Background: an optimization exercise with open tools, aiming at small area, a short achievable clock period and few clock cycles per item. Do not read the settings as production practice.
The RTL was checked by simulation tests, not by an equivalence proof against the original design.

## tundra
Design mul_unit, start of the top module:
module mul_unit (
   input  logic     clk,
   input  logic     reset,
   input  logic     op_valid,
   input  mul_pkg::operand_t op_a,
   input  mul_pkg::operand_t op_b,
   output logic     busy,
   output mul_pkg::word_t    res_word,
   output logic     res_valid,
   output logic     res_last
);
Size in the first run: ~2700 cells after synthesis, roughly 210 flip-flops, roughly 130 I/O pins, about 25000 µm² of cells after synthesis.
clock: 33.0 ns
lec_check: 0
abc_area: 1
cap_margin: 20
core_margin: 2
core_utilization: 40
slew_margin: 20
synth_hierarchical: 1
standard.sh (not shown) runs the stock make flow with config.mk's settings and CLKGATE_MAP_FILE= SYNTH_SCRIPT=/design/flow/synth_recipe.tcl, a recipe that flattens the netlist after the stock synthesis.
==> flow/flow/run.sh <==
#!/bin/bash
# The standard layout, with buf_2 cells as the port buffers instead of the default
# clkdlybuf4s50_1 (smaller and faster), and timing repair aiming at a setup slack of
# SETUP_SLACK_MARGIN ns instead of 0. The make output goes to standard.log; each step
# logs into orfs/logs as usual.
set -euo pipefail
export BUFFER_PORTS_ARGS="-buffer_cell sky130_fd_sc_hd__buf_2"
export SETUP_SLACK_MARGIN=26
bash standard.sh > standard.log 2>&1
tundra finished every stage and its layout cleared the timing, DRC and antenna checks.
Testbench counts of tundra, summed over its fixed seeds: cycles 4,824, items 1,600.
Input-level comparison between delta and tundra:
==> flow/flow/run.sh <==
#!/bin/bash
# The standard layout, with buf_2 cells as the port buffers instead of the default
# clkdlybuf4s50_1 (smaller and faster). Each make step logs into orfs/logs as usual; the
# make output itself goes to standard.log.
set -euo pipefail
export BUFFER_PORTS_ARGS="-buffer_cell sky130_fd_sc_hd__buf_2"
bash standard.sh > standard.log 2>&1
Results
Summary of delta over tundra: synthesized area barely changed; number of maximum-capacitance violations barely changed.
The period utilization was comparable across delta and tundra.
Tightest hold margin across delta and tundra: no real change.
Between delta and tundra, the difference in global-route usage is negligible.
For first-pass GRT wire length, tundra and delta come out practically identical.
Going from tundra to delta, I/O pin total was more or less identical, via count roughly the same.
Status | delta and tundra | clean
Density: delta sparser than tundra
> inputs changed (delta -> raven)
==> flow/flow/run.sh <==
#!/bin/bash
# The standard layout with smaller, faster port buffers: buffer_ports inserts buf_2 cells
# instead of the default clkdlybuf4s50_1, and after global placement the input ports'
# buffers become buf_1 cells (flow/small_inbuf.tcl). Every port keeps its buffer.
# The make output goes to standard.log; each step logs into orfs/logs as usual.
set -euo pipefail
export BUFFER_PORTS_ARGS="-buffer_cell sky130_fd_sc_hd__buf_2"
export POST_GLOBAL_PLACE_TCL="$(pwd)/flow/small_inbuf.tcl"
bash standard.sh > standard.log 2>&1
==> flow/flow/small_inbuf.tcl (new file) <==
# Sourced after global placement (POST_GLOBAL_PLACE_TCL). The port buffers are buf_2 cells;
# the input ports' buffers each drive a register input or a gate close by and have plenty of
# slack, so they become buf_1 cells. Output port buffers stay buf_2.
set block [ord::get_db_block]
set n 0
foreach bt [$block getBTerms] {
  if {[$bt getIoType] ne "INPUT" || [$bt getName] eq "clk"} { continue }
  set net [$bt getNet]
  foreach it [$net getITerms] {
    set inst [$it getInst]
    if {[[$inst getMaster] getName] eq "sky130_fd_sc_hd__buf_2"} {
      replace_cell [$inst getName] sky130_fd_sc_hd__buf_1
      incr n
    }
  }
}
puts "small_inbuf: $n input port buffers are now buf_1"
-- flow/config.mk --
<<< delta, line 10
export CORE_MARGIN = 2
export CORE_UTILIZATION = 40
export SLEW_MARGIN = 20
export SYNTH_HIERARCHICAL = 1
>>> raven, line 10
export CORE_MARGIN = 2
export CORE_UTILIZATION = 40
export CTS_CLUSTER_DIAMETER = 150
export CTS_CLUSTER_SIZE = 22
export SLEW_MARGIN = 20
export SYNTH_HIERARCHICAL = 1
--- outcome ---
Setup slack in raven is larger than in delta.
raven vs delta: post-route minimum period down in raven
Between delta and raven, the via count figures differ only marginally.
Reported for delta and raven, post-synthesis sequential element count turned out identical to the last digit.
Diff delta and raven: sequential share of layout area lower in delta
Synthesis-to-layout area growth for raven is lower than for delta.
The layout clock buffer count number comes out higher for delta vs raven.

==> re-timing with driven ports <==
How much do the figures lean on ideal ports? The routed layouts below were timed once more, with nothing changed but the port constraints. Step 1 sets driving cells, clkbuf_16 on the clock port and buf_2 on the other inputs (assumed; they add their load-dependent delay and slew). Step 2, shift: input delay + t, output delay - t, t = (earliest + latest rising clock arrival at the registers) / 2. This alone moves slack from input paths to output paths. Slacks: ideal ports / drivers / drivers and shift; pairs: ideal ports / drivers.
| run | t (ns) | slack for setup (ns) | worst slew at a driven data input, ns |
|---|---|---|---|
| tundra | 0.649 | 25.369 / 25.306 / 25.794 | 0.06 |
| delta | 0.649 | 25.350 / 25.287 / 25.790 | 0.05 |
| raven | 0.577 | 25.415 / 25.356 / 25.794 | 0.06 |
After both steps every run listed still meets setup and hold.
